Source: an optimization exercise on an open RTL-to-GDS flow (aim: small area, a short achievable clock period and few clock cycles). Production flows keep margins and buffers that such runs may drop. At most, simulation tests tie the RTL to the original design; equivalence was not proved. Power is estimated from default activity; no workload was simulated.

v6:
// script_lexer_tokenizer_unit
module script_lexer_tokenizer_unit (
    input  logic        i_clk,
    input  logic        i_rst_n,
    input  logic        i_byte_valid,
    output logic        o_byte_ready,
    input  logic [7:0]  i_byte_ch,
    input  logic        i_byte_final,
    output logic        o_tok_valid,
    input  logic        i_tok_ready,
    output logic [5:0]  o_tok_kind,
    output logic [19:0] o_tok_start,
    output logic [19:0] o_tok_len,
    output logic [15:0] o_tok_line,
    output logic [15:0] o_tok_col,
    output logic [7:0]  o_tok_bad,
    output logic        o_tok_last
);
clock: 11.0 ns
lec_check: 0
cap_margin: 20
core_margin: 2
core_utilization: 40
slew_margin: 20
run.sh (not shown) runs the stock make flow with config.mk's settings and CLKGATE_MAP_FILE= SYNTH_SCRIPT=/design/flow/synth_recipe.tcl, a recipe that flattens the netlist after the stock synthesis.
v6 completed every stage of the flow, and the final layout passed the timing, DRC and antenna checks.
[inputs] v7 vs v6
==> flow/flow/run.sh (new file) <==
#!/bin/bash
# Standard layout, with ORFS's timing repair asked to leave more setup slack
# than the clock needs (the clock, constraints and steps are unchanged).
set -euo pipefail
export SETUP_SLACK_MARGIN=6.5
bash standard.sh > standard_flow.log 2>&1
==> flow/standard.sh (new file) <==
#!/bin/bash
# synth_recipe.tcl (not shown) runs the flow's synth.tcl, then flattens the netlist and writes it again
# the make line also repeats each setting of config.mk as NAME=value (left out here)
make -C /OpenROAD-flow-scripts/flow DESIGN_CONFIG=/design/flow/config.mk WORK_HOME=/design/flow/orfs CLKGATE_MAP_FILE= SYNTH_SCRIPT=/design/flow/synth_recipe.tcl "${@:-finish}"
removed: flow/run.sh
Findings:
Relative contribution of combinational cells to total power in v7 is 2.5 points above v6.
Changes observed in v7 relative to v6: global-route usage over all layers shows a reduction of 0.20 points; share of power burned in the clock network shows an increase of 0.2 points; relative area change from synthesis to final layout shows an increase of 2.0 points.
Highest-delay cell along the critical path: sky130_fd_sc_hd__or4b_1 -> v7, sky130_fd_sc_hd__clkinv_1 -> v6
Number of global-route vias before repair of v7 falls short of that of v6 slightly.
r_line[9] as the critical path capture point was reported by v6, and r_lout by v7.
Function was not checked in any run of this note: the RTL went through the layout flow alone.

---

Another version of the RTL of script_lexer_tokenizer_unit (not shown whole).
Size: roughly 1200 cells after synthesis, about 100 I/O pins, ~10000 um^2 of cells after synthesis.
Settings: LEC_CHECK=0, CAP_MARGIN=20, CORE_MARGIN=2, CORE_UTILIZATION=40, SLEW_MARGIN=20; clock period 11.0 ns.
standard.sh (not shown) runs the stock make flow with config.mk's settings and CLKGATE_MAP_FILE= SYNTH_SCRIPT=/design/flow/synth_recipe.tcl, a recipe that flattens the netlist after the stock synthesis.
==> flow/flow/run.sh <==
#!/bin/bash
# Standard layout, with ORFS's timing repair asked to leave more setup slack
# than the clock needs (the clock, constraints and steps are unchanged).
set -euo pipefail
export SETUP_SLACK_MARGIN=6.5
bash standard.sh > standard_flow.log 2>&1
Edit:
--- a/flow/flow/run.sh
+++ b/flow/flow/run.sh
@@ -5 +5 @@
-export SETUP_SLACK_MARGIN=6.5
+export SETUP_SLACK_MARGIN=7.5
Outcome:
- The changed run completed with no timing, DRC or antenna violations
- sequential share of layout area fell by 4.0 points
- cell area climbs by 15%
- wire length went up by 10%
- first-iteration DRC count drops by 3.7%
- core utilization climbs by 7.2 points
- combinational power went up by 34%
- hold slack is worse by 0.0036 ns
- critical path depth came out lower by 3
- total power climbs by 9.5%
- clock-buffer cell count falls by 1
- die area does not change
Function was not checked in any run of this note: the RTL went through the layout flow alone.

---

script_lexer_tokenizer_unit, a different RTL version from the one above (not shown whole).
Size: about 1,300 cells after synthesis, ~100 I/O pins, roughly 9300 um^2 of cells after synthesis.
clock: 11.0 ns
lec_check: 0
abc_area: 1
cap_margin: 20
core_margin: 2
core_utilization: 40
slew_margin: 20
==> flow/flow/run.sh <==
#!/bin/bash
# Standard layout (the standard.sh: ORFS synthesis to finish, same clock and
# constraints), with these changes to how the layout is made:
#  - the port buffers that ORFS inserts are plain buffers (buf_1) rather than the
#    delay cell ORFS picks by default; every port still gets its own buffer;
#  - ORFS's timing repair aims for more setup slack than the clock needs;
#  - clock tree: clkbuf_8 buffers, larger sink clusters, no dummy loads.
set -euo pipefail
export SETUP_SLACK_MARGIN=7.0
export BUFFER_PORTS_ARGS="-buffer_cell sky130_fd_sc_hd__buf_1"
export CTS_ARGS="-sink_clustering_enable -repair_clock_nets -buf_list sky130_fd_sc_hd__clkbuf_16 -sink_clustering_size 40 -sink_clustering_max_diameter 300 -dont_use_dummy_load"
bash standard.sh > standard_flow.log 2>&1
Testbench counts at the start, summed over its fixed seeds: cycles 22,586.
Edit:
==> flow/flow/run.sh (replaced) <==
#!/bin/bash
# Standard layout (the standard.sh: ORFS synthesis to finish, same clock and
# constraints), with these changes to how the layout is made:
#  - after the floorplan step's own work, the combinational logic is re-mapped
#    for area by OpenROAD's restructure (flow/restructure.tcl), using the
#    platform library without its don't-use cells (flow/filter_lib.py);
#  - the port buffers that ORFS inserts are plain buffers (buf_1) rather than the
#    delay cell ORFS picks by default; every port still gets its own buffer;
#  - ORFS's timing repair aims for more setup slack than the clock needs;
#  - clock tree: clkbuf_8 buffers, larger sink clusters, no dummy loads.
set -euo pipefail
python3 flow/filter_lib.py "$FLOW_HOME/platforms/sky130hd/lib/sky130_fd_sc_hd__tt_025C_1v80.lib" \
  "$PWD/hd_nodontuse.lib" > filter_lib.log 2>&1
mkdir -p "$PWD/restructure_work"
export RESTRUCTURE_LIB="$PWD/hd_nodontuse.lib"
export RESTRUCTURE_WORK="$PWD/restructure_work"
export POST_FLOORPLAN_TCL="$PWD/flow/restructure.tcl"
export SETUP_SLACK_MARGIN=7.0
export BUFFER_PORTS_ARGS="-buffer_cell sky130_fd_sc_hd__buf_1"
export CTS_ARGS="-sink_clustering_enable -repair_clock_nets -buf_list sky130_fd_sc_hd__clkbuf_8 -sink_clustering_size 30 -sink_clustering_max_diameter 100 -dont_use_dummy_load"
bash standard.sh > standard_flow.log 2>&1
==> flow/flow/filter_lib.py (new file) <==
#!/usr/bin/env python3
# filter_lib.py IN OUT: copy a liberty file without the platform's don't-use cells
# (probe and lpflow cells), for the area restructuring step's ABC run.
import re, sys
src = open(sys.argv[1]).read()
out = []
pos = 0
pat = re.compile(r'\n(\s*)cell\s*\(\s*"?([\w]+)"?\s*\)\s*\{')
for m in pat.finditer(src):
    if m.start() < pos:
        continue
    name = m.group(2)
    if not (re.match(r'sky130_fd_sc_hd__(probe|probec)_p_8$', name) or
            name.startswith('sky130_fd_sc_hd__lpflow_')):
        continue
    # find the matching closing brace
    depth = 0
    i = m.end() - 1
    while True:
        ch = src[i]
        if ch == '{':
            depth += 1
        elif ch == '}':
            depth -= 1
            if depth == 0:
                break
        i += 1
    out.append(src[pos:m.start()])
    pos = i + 1
out.append(src[pos:])
open(sys.argv[2], 'w').write(''.join(out))
==> flow/flow/restructure.tcl (new file) <==
# POST_FLOORPLAN hook: area-oriented re-mapping of the combinational logic with
# OpenROAD's restructure (ABC). Registers are untouched.
restructure -target area \
  -abc_logfile $::env(LOG_DIR)/2_1_restructure_abc.log \
  -liberty_file $::env(RESTRUCTURE_LIB) \
  -tielo_port sky130_fd_sc_hd__conb_1/LO -tiehi_port sky130_fd_sc_hd__conb_1/HI \
  -work_dir $::env(RESTRUCTURE_WORK)
=> Worst hold slack improves by 0.0051 ns. Power is lower by 2.6%. Clock skew is higher by 0.0059 ns.
Edit:
==> flow/flow/run.sh (replaced) <==
#!/bin/bash
# Standard layout (the standard.sh: ORFS synthesis to finish, same clock and
# constraints), with these changes to how the layout is made:
#  - the port buffers that ORFS inserts are plain buffers (buf_1) rather than the
#    delay cell ORFS picks by default; every port still gets its own buffer;
#  - ORFS's timing repair aims for more setup slack than the clock needs;
#  - clock tree: clkbuf_8 buffers, larger sink clusters, no dummy loads.
set -euo pipefail
export SETUP_SLACK_MARGIN=7.0
export BUFFER_PORTS_ARGS="-buffer_cell sky130_fd_sc_hd__buf_1"
export CTS_ARGS="-sink_clustering_enable -repair_clock_nets -buf_list sky130_fd_sc_hd__clkbuf_8 -sink_clustering_size 30 -sink_clustering_max_diameter 100 -dont_use_dummy_load"
bash standard.sh > standard_flow.log 2>&1
removed: flow/flow/filter_lib.py
removed: flow/flow/restructure.tcl
After rerunning:
- design area came out lower by 3.4%
- count of clock-buffer cells in the layout stays the same
- synthesized area does not change
- synthesized cell count is unchanged
- setup slack improves by 1.0 ns
- total power came out lower by about 5%
- global-route usage came out higher by 1.8 points
- wire length came out higher by about 4%
- via count came out higher by 10%
Edit:
--- a/flow/flow/run.sh
+++ b/flow/flow/run.sh
@@ -7,5 +7,5 @@
 #  - clock tree: clkbuf_8 buffers, larger sink clusters, no dummy loads.
 set -euo pipefail
-export SETUP_SLACK_MARGIN=7.0
+export SETUP_SLACK_MARGIN=7.5
 export BUFFER_PORTS_ARGS="-buffer_cell sky130_fd_sc_hd__buf_1"
 export CTS_ARGS="-sink_clustering_enable -repair_clock_nets -buf_list sky130_fd_sc_hd__clkbuf_8 -sink_clustering_size 30 -sink_clustering_max_diameter 100 -dont_use_dummy_load"
Effect: The changed run produced a clean layout. Die area does not change. Design area increases by a little under a tenth. Count of clock-buffer cells in the layout stays the same. Critical path depth shrinks by 4. Register-to-register slack improves by 0.32 ns. Global-route usage stays flat. Flip-flop and latch count is unchanged. First-iteration DRC count climbs by a quarter to a third. Via count goes up by a few percent.
Edit:
--- a/flow/flow/run.sh
+++ b/flow/flow/run.sh
@@ -7,5 +7,5 @@
 #  - clock tree: clkbuf_8 buffers, larger sink clusters, no dummy loads.
 set -euo pipefail
-export SETUP_SLACK_MARGIN=7.5
+export SETUP_SLACK_MARGIN=7.4
 export BUFFER_PORTS_ARGS="-buffer_cell sky130_fd_sc_hd__buf_1"
 export CTS_ARGS="-sink_clustering_enable -repair_clock_nets -buf_list sky130_fd_sc_hd__clkbuf_8 -sink_clustering_size 30 -sink_clustering_max_diameter 100 -dont_use_dummy_load"
Outcome:
- die area is unchanged
- setup slack got worse by 0.049 ns
- combinational power falls by about 8%

---

script_lexer_tokenizer_unit, a different RTL version from the one above (not shown whole).
Size: roughly 130 flip-flops, about 100 I/O pins, about 0.0092 sq mm of cells after synthesis.
Settings: LEC_CHECK=0, ABC_AREA=1, CAP_MARGIN=20, CORE_MARGIN=2, CORE_UTILIZATION=40, SLEW_MARGIN=20; clock period 11.0 ns.
==> flow/flow/run.sh <==
#!/bin/bash
# Standard layout (the standard.sh: ORFS synthesis to finish, same clock and
# constraints), with these changes to how the layout is made:
#  - the port buffers that ORFS inserts are plain buffers (buf_1) rather than the
#    delay cell ORFS picks by default; every port still gets its own buffer;
#  - ORFS's timing repair aims for more setup slack than the clock needs;
#  - clock tree: clkbuf_8 buffers, larger sink clusters, no dummy loads.
set -euo pipefail
export SETUP_SLACK_MARGIN=7.25
export BUFFER_PORTS_ARGS="-buffer_cell sky130_fd_sc_hd__buf_1"
export CTS_ARGS="-sink_clustering_enable -repair_clock_nets -buf_list sky130_fd_sc_hd__clkbuf_8 -sink_clustering_size 30 -sink_clustering_max_diameter 100 -dont_use_dummy_load"
bash standard.sh > standard_flow.log 2>&1
The starting point produced a clean layout.
Testbench counts at the start, summed over its fixed seeds: cycles 22,580.
Rerun with:
--- a/flow/flow/run.sh
+++ b/flow/flow/run.sh
@@ -8,3 +8,3 @@
 set -euo pipefail
-export SETUP_SLACK_MARGIN=7.25
+export SETUP_SLACK_MARGIN=7.4
 export BUFFER_PORTS_ARGS="-buffer_cell sky130_fd_sc_hd__buf_1"
PLACE_DENSITY = 0.75   (was not set)
After rerunning: Wire length went up by 0.44%. Via count went up by 1.7%. Worst setup slack gets better by 0.12 ns. Core utilization increases by 0.32 points.
Rerun with:
--- a/flow/flow/run.sh
+++ b/flow/flow/run.sh
@@ -8,3 +8,3 @@
 set -euo pipefail
-export SETUP_SLACK_MARGIN=7.4
+export SETUP_SLACK_MARGIN=7.25
 export BUFFER_PORTS_ARGS="-buffer_cell sky130_fd_sc_hd__buf_1"
CORE_UTILIZATION = 55   (was 40)
Routed wire length came out lower by 4.8%.
Non-clock buffer count goes down by 6.
Setup slack is worse by 0.073 ns.
Area after synthesis stays the same.
Sequential power stays flat.
Sequential share of layout area grows by 0.62 points.
Rerun with:
CORE_UTILIZATION = 40   (was 55)
Outcome: Register-to-register slack degrades by 0.03 ns. Power came out higher by 1.5%. Non-clock buffer count goes up by 2. Clock skew increases by 0.0065 ns. Sequential power hardly moves. Clock power increases by about 2%. Via count is higher by 0.69%. Worst hold slack got worse by 0.026 ns. Worst setup slack barely changes. Design area rose by 1.1%.

---

## run A
Another version of the RTL of script_lexer_tokenizer_unit (not shown whole).
Size: about 1,200 cells after synthesis, roughly 130 flip-flops, ~100 I/O pins, ~9500 sq um of cells after synthesis.
Settings: LEC_CHECK=0, ABC_AREA=0, CAP_MARGIN=20, CORE_MARGIN=2, CORE_UTILIZATION=40, PLACE_DENSITY=0.75, SLEW_MARGIN=20; clock period 11.0 ns.
==> flow/flow/run.sh <==
#!/bin/bash
# Standard layout (the standard.sh: ORFS synthesis to finish, same clock and
# constraints), with these changes to how the layout is made:
#  - the port buffers that ORFS inserts are plain buffers (buf_1) rather than the
#    delay cell ORFS picks by default; every port still gets its own buffer;
#  - ORFS's timing repair aims for more setup slack than the clock needs;
#  - clock tree: clkbuf_8 buffers, larger sink clusters, no dummy loads.
set -euo pipefail
export SETUP_SLACK_MARGIN=7.55
export BUFFER_PORTS_ARGS="-buffer_cell sky130_fd_sc_hd__buf_1"
export CTS_ARGS="-sink_clustering_enable -repair_clock_nets -buf_list sky130_fd_sc_hd__clkbuf_8 -sink_clustering_size 30 -sink_clustering_max_diameter 100 -dont_use_dummy_load"
bash standard.sh > standard_flow.log 2>&1
Testbench counts of run A, summed over its fixed seeds: cycles 22,580.
Inputs modified between run A and run B:
Settings: ABC_AREA: 0 -> 1.
## What came out
Run A reports its first element of the critical path as i_byte_ch[2] while run B reports i_tok_ready. When run B is set beside run A, its share of cell area taken by multi-input logic gates turns out to be 5.3 points smaller. Initial cell density of the core | run B above run A. Run B: layout buffer count excluding clock buffers is 43% lower than what run A reported. Buffering stage count on the worst path with inverters included, run B and run A: smaller value in run A. In the tables for run B and run A, slew of the pin with the lowest slew margin reads lower with run B.
> inputs changed (run B -> run C)
--- a/flow/flow/run.sh
+++ b/flow/flow/run.sh
@@ -9 +9 @@
-export SETUP_SLACK_MARGIN=7.55
+export SETUP_SLACK_MARGIN=7.25
==> notes.md <==
No stage failed in run C, and the final checks on the layout all came back clean.
Run C gives less cell count than run B did.
The lower power share of the combinational group came out of run C.
Looking at maximum frequency, run C sits about 7% lower than run B does.
Lower total of cells resized after clock tree synthesis goes to run C over run B.
Run C vs run B, clock share of power went up by 0.4 points.
On final core utilization: between run C and run B, it ends up higher for run B.
Compared to run B, run C has largest net degree at the start of global routing about 27% higher.
Vias: run C below run B
Comparing routed length per placed instance for run C and run B, the smaller number came from run C.
Inputs modified between run C and run D:
--- a/flow/flow/run.sh
+++ b/flow/flow/run.sh
@@ -9 +9 @@
-export SETUP_SLACK_MARGIN=7.25
+export SETUP_SLACK_MARGIN=7.4
==> comparison <==
Against run C, run D comes in 2 higher on post-cts resize count. Diff run C -> run D: switching power total grew by about 0.3%; switching share of total power held steady; detailed route wirelength on metal2 grew by about 2.7%. In run D relative to run C, vias per cell had gone down slightly. Number of cells on the worst reg-to-reg path: run D and run C compared, higher one is run C. In the reports for run D and run C, the larger first-pass GRT wire length belongs to run C. Of the two values seen for cell with the biggest individual delay on the critical path, o32ai_4 was produced by run D and a2111oi_0 by run C. The startpoint of the most critical setup path comes out i_byte_ch[1] in one run and i_tok_ready in the other, namely in run C and run D respectively. Share of power burned in registers delta (run D -> run C): insignificant. Summary of run D over run C: simple logic cell fraction of the synthesized area level, portion of the clock cycle consumed by the worst path in the final layout went down 0.98 points.
The inputs of run E differ from those of run D as listed below.
--- a/flow/flow/run.sh
+++ b/flow/flow/run.sh
@@ -9 +9 @@
-export SETUP_SLACK_MARGIN=7.4
+export SETUP_SLACK_MARGIN=7.7
==> comparison <==
- The flow did not stop early for run E: all stages ran, and the layout cleared the timing, DRC and antenna checks.
- Taking run D as the reference point, the final period demand of the worst path of run E falls by 0.19 ns.
- In the reports for run D and run E, the larger sequential power belongs to run D.
- On slew at the pin closest to its max-slew limit: between run D and run E, it ends up lower for run E.
- Run comparison: run E cell with the largest stage delay on the worst path edfxtp_1; run D cell with the largest stage delay on the worst path o32ai_4
- Of run E and run D, it is run E that has the higher total met2 wirelength after detailed routing.
- Power deteriorates in run E relative to run D.
- Run D → run E: via count of the routed design picked up an extra about 4.7%; average wire per cell in the routed design picked up an extra about 1.7%; clock slew seen by the registers of the worst setup and hold paths neither gained nor lost much.
- Changes observed in run E relative to run D: critical path depth saw a decrease; worst IR drop on VDD saw an increase.

## re-timing with driven ports
No port has a modelled driver above. Below, the same layouts with a new extraction and two added sets of constraints. Step 1, drivers: a clkbuf_16 drives i_clk and a buf_2 each remaining input, both assumed. Step 2 moves the port delays by t, midway between the first and last clock arrival at a register: inputs arrive t later, outputs are due t later. That takes back most of the time a late clock gives input paths. Slacks: ideal ports / drivers / drivers and shift; pairs: ideal ports / drivers.
| run | t, ns | setup WS [ns] | worst register clock-pin slew, ns | worst slew at a driven data input, ns | pins driven straight from the clock port |
|---|---|---|---|---|---|
| v6 | 0.478 | 5.921 / 5.951 / 5.473 | 0.07 / 0.07 | 0.04 | 1 |
| v7 | 0.476 | 6.674 / 6.700 / 6.224 | 0.08 / 0.08 | 0.04 | 1 |
| the first run of note 2 | 0.470 | 6.729 / 6.729 / 6.414 | 0.07 / 0.07 | 0.04 | 1 |
| the second run of note 2 | 0.465 | 7.358 / 7.358 / 7.129 | 0.07 / 0.07 | 0.04 | 1 |
| the first run of note 3 | 0.466 | 7.177 / 7.206 / 6.740 | 0.07 / 0.07 | 0.04 | 1 |
| the second run of note 3 | 0.476 | 6.227 / 6.227 / 6.176 | 0.09 / 0.09 | 0.04 | 1 |
| the third run of note 3 | 0.485 | 7.223 / 7.237 / 6.761 | 0.10 / 0.10 | 0.05 | 1 |
| the fourth run of note 3 | 0.478 | 7.457 / 7.415 / 7.168 | 0.10 / 0.10 | 0.06 | 1 |
| the fifth run of note 3 | 0.489 | 7.408 / 7.366 / 7.002 | 0.10 / 0.10 | 0.05 | 1 |
| the first run of note 4 | 0.473 | 7.357 / 7.377 / 6.904 | 0.09 / 0.09 | 0.03 | 1 |
| the second run of note 4 | 0.469 | 7.476 / 7.437 / 7.096 | 0.09 / 0.09 | 0.03 | 1 |
| the third run of note 4 | 0.473 | 7.403 / 7.421 / 6.949 | 0.09 / 0.09 | 0.03 | 1 |
| the fourth run of note 4 | 0.471 | 7.404 / 7.367 / 6.968 | 0.09 / 0.09 | 0.03 | 1 |
| run A | 0.479 | 7.200 / 7.202 / 6.723 | 0.09 / 0.09 | 0.03 | 1 |
| run B | 0.464 | 7.607 / 7.592 / 7.157 | 0.08 / 0.08 | 0.04 | 1 |
| run C | 0.461 | 7.356 / 7.370 / 6.909 | 0.08 / 0.08 | 0.04 | 1 |
| run D | 0.471 | 7.464 / 7.461 / 7.006 | 0.08 / 0.08 | 0.04 | 1 |
| run E | 0.458 | 7.651 / 7.613 / 7.259 | 0.08 / 0.08 | 0.04 | 1 |
After both steps setup and hold are still met in every run listed. The setup slack of run A, which loses most, moves by +0.002 ns with the drivers and by -0.477 ns with both steps.
